Context: an optimization exercise on an open-source flow, tuned for small area, a short achievable clock period and few clock cycles per item. The choices shown serve that exercise and are no tape-out recipe. Where RTL was checked, it was by simulation tests only, not by an equivalence proof against the original. Power and IR drop assume default switching activity.

// cam_top
module cam_top #(
  parameter int CAM_SIZE = 64    
) (
  input  logic                               aclk,
  input  logic                               areset,
  input  logic [2:0]                         opcode,
  input  logic                               s_tvalid,
  input  logic [cam_cfg_pkg::BEAT_WIDTH-1:0] s_tdata,
  output logic                               update_all_end,
  output logic                               m_tvalid,
  output logic [cam_cfg_pkg::KEY_WIDTH-1:0]  m_tdata
);
For scale: roughly 5,300 cells after synthesis, roughly 550 I/O pins, about 0.088 mm^2 of cells after synthesis.
clock: 4.0 ns
lec_check: 0
cap_margin: 20
core_margin: 2
core_utilization: 40
setup_slack_margin: 2.0
slew_margin: 20
tns_end_percent: 100
run.sh (not shown) runs the stock make flow with config.mk's settings and CLKGATE_MAP_FILE= SYNTH_SCRIPT=/design/flow/synth_recipe.tcl, a recipe that flattens the netlist after the stock synthesis.
The starting point finished with timing, DRC and antenna clean.
Then changed:
Settings changed: CORE_UTILIZATION 40 to 65.
Non-clock buffer count shrinks by 48.
Utilization grows by 30 points.
Power shrinks by 1.7%.
Final area shrinks by 1.8%.
Via count grows by 1.6%.
Clock-buffer cell count shrinks by 26.
Setup slack got worse by 0.023 ns.
Combinational power shrinks by about 4%.
Cell count shrinks by 12%.
Die area shrinks by 38%.
Global-route usage grows by 13 points.
Function was not checked in any run of this note: the RTL went through the layout flow alone.


cam_top, a different RTL version from the one above (not shown whole).
For scale: roughly 5600 cells after synthesis, about 2100 flip-flops, about 550 I/O pins, about 0.089 mm^2 of cells after synthesis.
==> flow/design.v (excerpt) <==
module cam_top #(
  parameter int CAM_SIZE = 64    
) (
  input  logic                               aclk,
  input  logic                               areset,
  input  logic [2:0]                         opcode,
  input  logic                               s_tvalid,
  input  logic [cam_cfg_pkg::BEAT_WIDTH-1:0] s_tdata,
  output logic                               update_all_end,
  output logic                               m_tvalid,
  output logic [cam_cfg_pkg::KEY_WIDTH-1:0]  m_tdata
);
Settings: LEC_CHECK=0, CAP_MARGIN=20, CORE_MARGIN=2, CORE_UTILIZATION=70, PLACE_DENSITY=0.76, SETUP_SLACK_MARGIN=1.9, SLEW_MARGIN=20, TNS_END_PERCENT=100; clock period 4.0 ns.
standard.sh (not shown) runs the stock make flow with config.mk's settings and CLKGATE_MAP_FILE= SYNTH_SCRIPT=/design/flow/synth_recipe.tcl, a recipe that flattens the netlist after the stock synthesis.
==> flow/flow/run.sh <==
#!/bin/bash
# Layout flow: the standard ORFS flow (standard.sh), with these changes:
#  - slow 3/4-input OR and 4-input NOR cells are not used (synthesis maps the
#    encoder and compare trees to faster NAND/NOR/AOI forms instead);
#  - ports are buffered with buf_1 instead of the delay buffer buffer_ports picks;
#  - clock tree sinks are clustered 25 to a leaf buffer within 100 um, with no
#    dummy loads (a smaller, shallower tree).
# Registers, the power grid, tap cells, SDC and clock period are the standard ones.
set -uo pipefail
DU="sky130_fd_sc_hd__probe_p_8 sky130_fd_sc_hd__probec_p_8 sky130_fd_sc_hd__lpflow_bleeder_1 sky130_fd_sc_hd__lpflow_clkbufkapwr_1 sky130_fd_sc_hd__lpflow_clkbufkapwr_16 sky130_fd_sc_hd__lpflow_clkbufkapwr_2 sky130_fd_sc_hd__lpflow_clkbufkapwr_4 sky130_fd_sc_hd__lpflow_clkbufkapwr_8 sky130_fd_sc_hd__lpflow_clkinvkapwr_1 sky130_fd_sc_hd__lpflow_clkinvkapwr_16 sky130_fd_sc_hd__lpflow_clkinvkapwr_2 sky130_fd_sc_hd__lpflow_clkinvkapwr_4 sky130_fd_sc_hd__lpflow_clkinvkapwr_8 sky130_fd_sc_hd__lpflow_decapkapwr_12 sky130_fd_sc_hd__lpflow_decapkapwr_3 sky130_fd_sc_hd__lpflow_decapkapwr_4 sky130_fd_sc_hd__lpflow_decapkapwr_6 sky130_fd_sc_hd__lpflow_decapkapwr_8 sky130_fd_sc_hd__lpflow_inputiso0n_1 sky130_fd_sc_hd__lpflow_inputiso0p_1 sky130_fd_sc_hd__lpflow_inputiso1n_1 sky130_fd_sc_hd__lpflow_inputiso1p_1 sky130_fd_sc_hd__lpflow_inputisolatch_1 sky130_fd_sc_hd__lpflow_isobufsrc_1 sky130_fd_sc_hd__lpflow_isobufsrc_16 sky130_fd_sc_hd__lpflow_isobufsrc_2 sky130_fd_sc_hd__lpflow_isobufsrc_4 sky130_fd_sc_hd__lpflow_isobufsrc_8 sky130_fd_sc_hd__lpflow_isobufsrckapwr_16 sky130_fd_sc_hd__lpflow_lsbuf_lh_hl_isowell_tap_1 sky130_fd_sc_hd__lpflow_lsbuf_lh_hl_isowell_tap_2 sky130_fd_sc_hd__lpflow_lsbuf_lh_hl_isowell_tap_4 sky130_fd_sc_hd__lpflow_lsbuf_lh_isowell_4 sky130_fd_sc_hd__lpflow_lsbuf_lh_isowell_tap_1 sky130_fd_sc_hd__lpflow_lsbuf_lh_isowell_tap_2 sky130_fd_sc_hd__lpflow_lsbuf_lh_isowell_tap_4  sky130_fd_sc_hd__or4_1 sky130_fd_sc_hd__or4_2 sky130_fd_sc_hd__or4_4 sky130_fd_sc_hd__or4b_1 sky130_fd_sc_hd__or4b_2 sky130_fd_sc_hd__or4b_4 sky130_fd_sc_hd__or4bb_1 sky130_fd_sc_hd__or4bb_2 sky130_fd_sc_hd__or4bb_4 sky130_fd_sc_hd__or3_1 sky130_fd_sc_hd__or3_2 sky130_fd_sc_hd__or3_4 sky130_fd_sc_hd__or3b_1 sky130_fd_sc_hd__or3b_2 sky130_fd_sc_hd__or3b_4 sky130_fd_sc_hd__nor4_1 sky130_fd_sc_hd__nor4_2 sky130_fd_sc_hd__nor4_4 sky130_fd_sc_hd__nor4b_1 sky130_fd_sc_hd__nor4b_2 sky130_fd_sc_hd__nor4b_4 sky130_fd_sc_hd__nor4bb_1 sky130_fd_sc_hd__nor4bb_2 sky130_fd_sc_hd__nor4bb_4"
bash standard.sh \
  "DONT_USE_CELLS=$DU" \
  "BUFFER_PORTS_ARGS=-buffer_cell sky130_fd_sc_hd__buf_1" \
  "CTS_ARGS=-sink_clustering_enable -sink_clustering_size 25 -sink_clustering_max_diameter 100 -repair_clock_nets -dont_use_dummy_load" \
  finish > standard.log 2>&1
The starting point went through all stages and came out clean.
Testbench counts at the start, summed over its fixed seeds: cycles 3,456, searches 2,048.
Then changed:
--- a/flow/config.mk
+++ b/flow/config.mk
@@ -9,4 +9,3 @@
 export CORE_MARGIN = 2
-export CORE_UTILIZATION = 70
-export PLACE_DENSITY = 0.76
+export CORE_UTILIZATION = 55
 export SETUP_SLACK_MARGIN = 1.9
After rerunning:
- The changed run finished clean
- core utilization shrinks by 16 points
- combinational power rose by about 4%
- clock power stays flat
- fmax increases by 6.1%
- clock-buffer cell count stays the same
- setup slack is better by 0.14 ns
- final cell count rises by 7.1%
Then changed:
--- a/flow/config.mk
+++ b/flow/config.mk
@@ -9,3 +9,4 @@
 export CORE_MARGIN = 2
-export CORE_UTILIZATION = 55
+export CORE_UTILIZATION = 62
+export PLACE_DENSITY = 0.68
 export SETUP_SLACK_MARGIN = 1.9
What happened: Worst setup slack loses 0.018 ns. Wire length decreases by a few percent. Synthesized area is unchanged. Via count came out higher slightly. Cell area falls slightly. Combinational power went down by a few percent. Global-route usage is higher by 2.9 points. Clock power stays flat. Total power came out lower slightly. Worst hold slack stays flat. Non-clock buffer count went down by 27.
Then changed:
--- a/flow/flow/run.sh
+++ b/flow/flow/run.sh
@@ -4,5 +4,3 @@
 #    encoder and compare trees to faster NAND/NOR/AOI forms instead);
-#  - ports are buffered with buf_1 instead of the delay buffer buffer_ports picks;
-#  - clock tree sinks are clustered 25 to a leaf buffer within 100 um, with no
-#    dummy loads (a smaller, shallower tree).
+#  - ports are buffered with buf_2 instead of the delay buffer buffer_ports picks.
 # Registers, the power grid, tap cells, SDC and clock period are the standard ones.
@@ -12,4 +10,3 @@
   "DONT_USE_CELLS=$DU" \
-  "BUFFER_PORTS_ARGS=-buffer_cell sky130_fd_sc_hd__buf_1" \
-  "CTS_ARGS=-sink_clustering_enable -sink_clustering_size 25 -sink_clustering_max_diameter 100 -repair_clock_nets -dont_use_dummy_load" \
+  "BUFFER_PORTS_ARGS=-buffer_cell sky130_fd_sc_hd__buf_2" \
   finish > standard.log 2>&1
--- a/flow/config.mk
+++ b/flow/config.mk
@@ -9,4 +9,5 @@
 export CORE_MARGIN = 2
-export CORE_UTILIZATION = 62
-export PLACE_DENSITY = 0.68
+export CORE_UTILIZATION = 55
+export CTS_CLUSTER_DIAMETER = 100
+export CTS_CLUSTER_SIZE = 30
 export SETUP_SLACK_MARGIN = 1.9
Effect:
- sequential power stays flat
- routed wire length grows by 2.3%
- worst setup slack improved by 0.037 ns
- via count fell by 1.3%
- power barely changes
- maximum frequency rose by 1.6%
- critical path depth came out lower by 1
- first-iteration DRC count went down by 11%
- sequential share of layout area falls by 0.61 points
- clock skew is lower by 0.037 ns

==> separate check: timing with driven ports <==
In the flow no input, the clock included, has a driving cell. The finished layouts below were timed again as built, in two steps. Step 1 (the two cells are an assumption about what drives the block):
set clk [get_ports {aclk}]
set_driving_cell -lib_cell sky130_fd_sc_hd__clkbuf_16 $clk
set_driving_cell -lib_cell sky130_fd_sc_hd__buf_2 [delete_from_list [all_inputs] $clk]
Step 2 times the ports against the registers' clock, not the clock port: input delays grow and output delays shrink by t, the midpoint of the rising clock arrivals with the driver on. Three values: no drivers, after step 1, after step 2; two values: the first two.
| run | t, ns | slack for setup (ns) | hold WS [ns] |
|---|---|---|---|
| the first run of note 1 | 0.929 | 1.011 / 1.053 / 0.123 | 0.282 / 0.257 / 0.500 |
| the second run of note 1 | 0.887 | 0.988 / 1.023 / 0.136 | 0.482 / 0.448 / 0.482 |
| the first run of note 2 | 0.804 | 1.576 / 1.552 / 1.089 | 0.332 / 0.279 / 0.543 |
| the second run of note 2 | 0.823 | 1.715 / 1.691 / 1.096 | 0.305 / 0.234 / 0.516 |
| the third run of note 2 | 0.818 | 1.697 / 1.676 / 0.978 | 0.307 / 0.244 / 0.516 |
| the fourth run of note 2 | 0.828 | 1.734 / 1.678 / 1.076 | 0.269 / 0.197 / 0.534 |
After both steps every run listed still meets setup and hold. For the first run of note 1, which loses most, drivers alone change the setup slack by +0.042 ns; drivers and shift together by -0.888 ns.
